What follows belongs to an exercise in optimizing a design on an open flow for small area; a production flow would make more cautious choices. Function was checked by simulation only, so behaviour that the tests miss may differ from the original. Power and IR drop assume default switching activity.

==> build 47 <==
Design pcie_cfg_top, start of the top module:
module pcie_cfg_top
#(
    parameter logic [31:0] CLEAR_INTERVAL = CLEAR_INTERVAL_DEFAULT
)
(
    input  logic        clk_pcie,
    input  logic        rst,
    input  logic        i_cmd_valid,
    input  logic [63:0] i_cmd_data,
    input  logic        i_rsp_full,
    input  logic        i_mgmt_done,
    input  logic [31:0] i_mgmt_do,
    input  logic [15:0] i_func_id,
    input  logic [15:0] i_link_status,
    output logic        o_cmd_ready,
    output logic        o_rsp_valid,
    output logic [31:0] o_rsp_data,
    output logic        o_mgmt_rd_en,
    output logic        o_mgmt_wr_en,
    output logic [31:0] o_mgmt_di,
    output logic [9:0]  o_mgmt_dwaddr,
    output logic [3:0]  o_mgmt_byte_en,
    output logic        o_mgmt_wr_readonly,
    output logic        o_mgmt_wr_rw1c,
    output logic [63:0] o_dsn
);
clock: 5.0 ns
lec_check: 0
cap_margin: 20
core_area: 10 10 280 280
die_area: 0 0 290 290
slew_margin: 20
synth_hierarchical: 1
buffer_ports_args: -buffer_cell sky130_fd_sc_hd__buf_1
cts_args: -sink_clustering_enable -repair_clock_nets -dont_use_dummy_load -buf_list {sky130_fd_sc_hd__clkbuf_8} -sink_clustering_size 16 -sink_clustering_max_diameter 60
standard.sh (not shown) runs the stock make flow with config.mk's settings and CLKGATE_MAP_FILE= SYNTH_SCRIPT=/design/flow/synth_recipe.tcl, a recipe that flattens the netlist after the stock synthesis.
==> flow/flow/run.sh <==
#!/bin/bash
# Standard layout, with the ports buffered by the smallest buffer and a lighter clock tree
set -o pipefail
cat >> config.mk <<'EOC'
export BUFFER_PORTS_ARGS = -buffer_cell sky130_fd_sc_hd__buf_1
export CTS_ARGS = -sink_clustering_enable -repair_clock_nets -dont_use_dummy_load -buf_list {sky130_fd_sc_hd__clkbuf_8} -sink_clustering_size 16 -sink_clustering_max_diameter 60
EOC
bash standard.sh > standard_run.log 2>&1
==> trial 43: changes against build 47 <==
--- a/flow/design.v
+++ b/flow/design.v
@@ -80,47 +80,52 @@
     input  logic                   i_mgmt_wr_en,
     input  logic [15:0]            i_func_id,
     input  logic [15:0]            i_link_status,
     input  logic [31:0]            i_mgmt_do,
     input  logic                   i_rb_valid,
     input  logic [9:0]             i_rb_dwaddr,
     input  logic [3:0]             i_rb_byte_en,
     input  logic [31:0]            i_rb_data,
-    input  logic [15:0]            i_rw_sel_e,      
-    input  logic [15:0]            i_rw_sel_o,      
-    input  logic [11:0]            i_ro_sel_e,
-    input  logic [11:0]            i_ro_sel_o,
+    input  logic [15:0]            i_sel_e,         
+    input  logic [15:0]            i_sel_o,         
+    input  logic                   i_en_rw,         
+    input  logic                   i_en_ro,         
     output logic [7:0]             o_even,
     output logic [7:0]             o_odd
 );
     logic [RO_MAP_BITS-1:0] ro_map;
     assign ro_map[RO_POS_MAGIC +: 16]       = RO_MAGIC;
     assign ro_map[RO_POS_SPECIAL +: 16]     = {14'd0, i_mgmt_wr_en, i_mgmt_rd_en};
     assign ro_map[RO_POS_BYTE_COUNT +: 32]  = 32'(RO_MAP_BITS / 8);
     assign ro_map[RO_POS_FUNC_ID +: 16]     = i_func_id;
     assign ro_map[RO_POS_LINK_STATUS +: 16] = i_link_status;
     assign ro_map[RO_POS_MGMT_DO +: 32]     = i_mgmt_do;
     assign ro_map[RO_POS_READBACK +: 32]    = {16'd0, i_rb_byte_en, i_rb_valid, 1'b0, i_rb_dwaddr};
     assign ro_map[RO_POS_RB_DATA +: 32]     = i_rb_data;
+    logic [7:0] rw_e, rw_o, ro_e, ro_o;
     always_comb
     begin
-        o_even = '0;
-        o_odd  = '0;
+        rw_e = '0;
+        rw_o = '0;
+        ro_e = '0;
+        ro_o = '0;
         for (int k = 0; k < 16; k++)
         begin
-            o_even = o_even | (i_rw_map[16*k +: 8]     & {8{i_rw_sel_e[k]}});
-            o_odd  = o_odd  | (i_rw_map[16*k + 8 +: 8] & {8{i_rw_sel_o[k]}});
+            rw_e = rw_e | (i_rw_map[16*k +: 8]     & {8{i_sel_e[k]}});
+            rw_o = rw_o | (i_rw_map[16*k + 8 +: 8] & {8{i_sel_o[k]}});
         end
         for (int k = 0; k < 12; k++)
         begin
-            o_even = o_even | (ro_map[16*k +: 8]     & {8{i_ro_sel_e[k]}});
-            o_odd  = o_odd  | (ro_map[16*k + 8 +: 8] & {8{i_ro_sel_o[k]}});
+            ro_e = ro_e | (ro_map[16*k +: 8]     & {8{i_sel_e[k]}});
+            ro_o = ro_o | (ro_map[16*k + 8 +: 8] & {8{i_sel_o[k]}});
         end
     end
+    assign o_even = (rw_e & {8{i_en_rw}}) | (ro_e & {8{i_en_ro}});
+    assign o_odd  = (rw_o & {8{i_en_rw}}) | (ro_o & {8{i_en_ro}});
 endmodule
 `timescale 1ns/1ps
 module cfg_inc4
 (
     input  logic [3:0] i_q,
     input  logic       i_cin,
     input  logic       i_clr,
     output logic [3:0] o_d,
@@ -381,37 +386,31 @@
         .i_hold (rbv_hold),
         .i_d    (rb_in[46]),
         .i_load (rbv_load),
         .o_d    (rb_nxt[46])
     );
     always_ff @(posedge clk_pcie)
         {rb_valid, rb_dwaddr, rb_byte_en, rb_data} <= rb_nxt;
     logic [7:0]   rd_e, rd_o;
-    logic [15:0] rw_u, rw_w;         
-    logic [11:0] ro_u, ro_w;
-    assign rw_u = {16{in_map &  addr[ADDR_BIT_RW_MAP]}} & u_oh[15:0];
-    assign rw_w = {16{in_map &  addr[ADDR_BIT_RW_MAP]}} & w_oh;
-    assign ro_u = {12{in_map & ~addr[ADDR_BIT_RW_MAP]}} & u_oh[11:0];
-    assign ro_w = {12{in_map & ~addr[ADDR_BIT_RW_MAP]}} & w_oh[11:0];
     cfg_rd_sel u_rd_sel (
         .i_rw_map      (rw_map),
         .i_mgmt_rd_en  (o_mgmt_rd_en),
         .i_mgmt_wr_en  (o_mgmt_wr_en),
         .i_func_id     (i_func_id),
         .i_link_status (i_link_status),
         .i_mgmt_do     (i_mgmt_do),
         .i_rb_valid    (rb_valid),
         .i_rb_dwaddr   (rb_dwaddr),
         .i_rb_byte_en  (rb_byte_en),
         .i_rb_data     (rb_data),
-        .i_rw_sel_e    (rw_u),
-        .i_rw_sel_o    (rw_w),
-        .i_ro_sel_e    (ro_u),
-        .i_ro_sel_o    (ro_w),
+        .i_sel_e       (u_oh[15:0]),
+        .i_sel_o       (w_oh),
+        .i_en_rw       (in_map &  addr[ADDR_BIT_RW_MAP]),
+        .i_en_ro       (in_map & ~addr[ADDR_BIT_RW_MAP]),
         .o_even        (rd_e),
         .o_odd         (rd_o)
     );
     always_ff @(posedge clk_pcie)
     begin
         if (rst)
             o_rsp_valid <= 1'b0;
         else
==> flow/flow/run.sh (replaced) <==
#!/bin/bash
# Standard layout, with the ports buffered by the smallest buffer and a lighter clock tree
set -o pipefail
cat >> config.mk <<'EOC'
export BUFFER_PORTS_ARGS = -buffer_cell sky130_fd_sc_hd__buf_1
export CTS_ARGS = -sink_clustering_enable -repair_clock_nets -dont_use_dummy_load -buf_list {sky130_fd_sc_hd__clkbuf_4} -sink_clustering_size 9 -sink_clustering_max_diameter 40
EOC
bash standard.sh > standard_run.log 2>&1
CORE_AREA = 10 10 158 158   (was 10 10 280 280)
CTS_ARGS = -sink_clustering_enable -repair_clock_nets -dont_use_dummy_load -buf_list {sky130_fd_sc_hd__clkbuf_4} -sink_clustering_size 9 -sink_clustering_max_diameter 40   (was -sink_clustering_enable -repair_clock_nets -dont_use_dummy_load -buf_list {sky130_fd_sc_hd__clkbuf_8} -sink_clustering_size 16 -sink_clustering_max_diameter 60)
DIE_AREA = 0 0 168 168   (was 0 0 290 290)
PLACE_DENSITY = 0.85   (was default)
==> comparison table <==
Outcome: build 47 complete, no violations; trial 43 complete, no violations
Met1 Wirelength: build 47 32.2 mm; trial 43 20.0 mm
Met2 Use GR: build 47 0.263; trial 43 0.602
Clock slew seen by the registers of the worst setup and hold paths: build 47 100 ps; trial 43 90 ps
Clock buf/inv share: build 47 0.0248; trial 43 0.0216
Hold_sp: build 47 rw_map[182]; trial 43 i_cmd_data[27]
Combinational-cell power consumption: build 47 0.000897 W; trial 43 0.000974 W
Initial Utilization: build 47 0.240; trial 43 0.787
Top layer in use: build 47 met5; trial 43 met4
Worst min-delay path endpoint: build 47 rw_map[182]; trial 43 o_rsp_data[27]
Capture point of the critical path: build 47 o_rsp_data[6]; trial 43 o_rsp_data[12]
Well-tap cell count: build 47 950; trial 43 280
Cell area after layout: build 47 19400 sq um; trial 43 18100 sq um
Internal portion of total power: build 47 0.00413 W; trial 43 0.00401 W
Total clock buffers created by CTS: build 47 35; trial 43 52
Highest Clock Rate: build 47 0.271 GHz; trial 43 0.284 GHz
Slew HR: build 47 0.206; trial 43 0.236
CP max FO: build 47 10; trial 43 15
Sequential cell area share: build 47 0.381; trial 43 0.410
GPL Wtd Cong: build 47 0.935; trial 43 1.04
Insertion delay to the later sink of the worst-skew pair: build 47 640 ps; trial 43 730 ps
Vias in the first global route: build 47 15.1k; trial 43 15.7k
Iteration-0 DRC Markers: build 47 1899; trial 43 2382
Met1 GRT Util: build 47 0.223; trial 43 0.442
Net switching power of the design: build 47 0.00186 W; trial 43 0.00181 W
Slowest stage cell on the critical path: build 47 sky130_fd_sc_hd__buf_1; trial 43 sky130_fd_sc_hd__nor2_1

[port drivers added, routing unchanged]
No port has a modelled driver above. Below, the same layouts with a new extraction and two added sets of constraints. Step 1 assumes that a clkbuf_16 drives the clock port and a buf_2 every other input. Step 2 adds t to the input delays and takes it off the output delays; t is the mean of the earliest and latest rising clock arrival at the registers after step 1. Input paths then give back, and output paths get back, about the clock's delay inside the block. Three values: ideal, step 1, step 2; two values: the first two.
run	t, ns	setup WS [ns]	worst setup path at the end	latest minus earliest clock arrival (ns)	worst register clock-pin slew, ns
build 47	0.650	1.309 / 1.315 / 0.665	input to register	0.092 / 0.092	0.11 / 0.11
trial 43	0.744	1.474 / 1.485 / 0.741	input to register	0.078 / 0.078	0.11 / 0.11
After both steps setup and hold are still met in every run listed. The setup slack of trial 43, which loses most, moves by +0.011 ns with the drivers and by -0.733 ns with both steps.
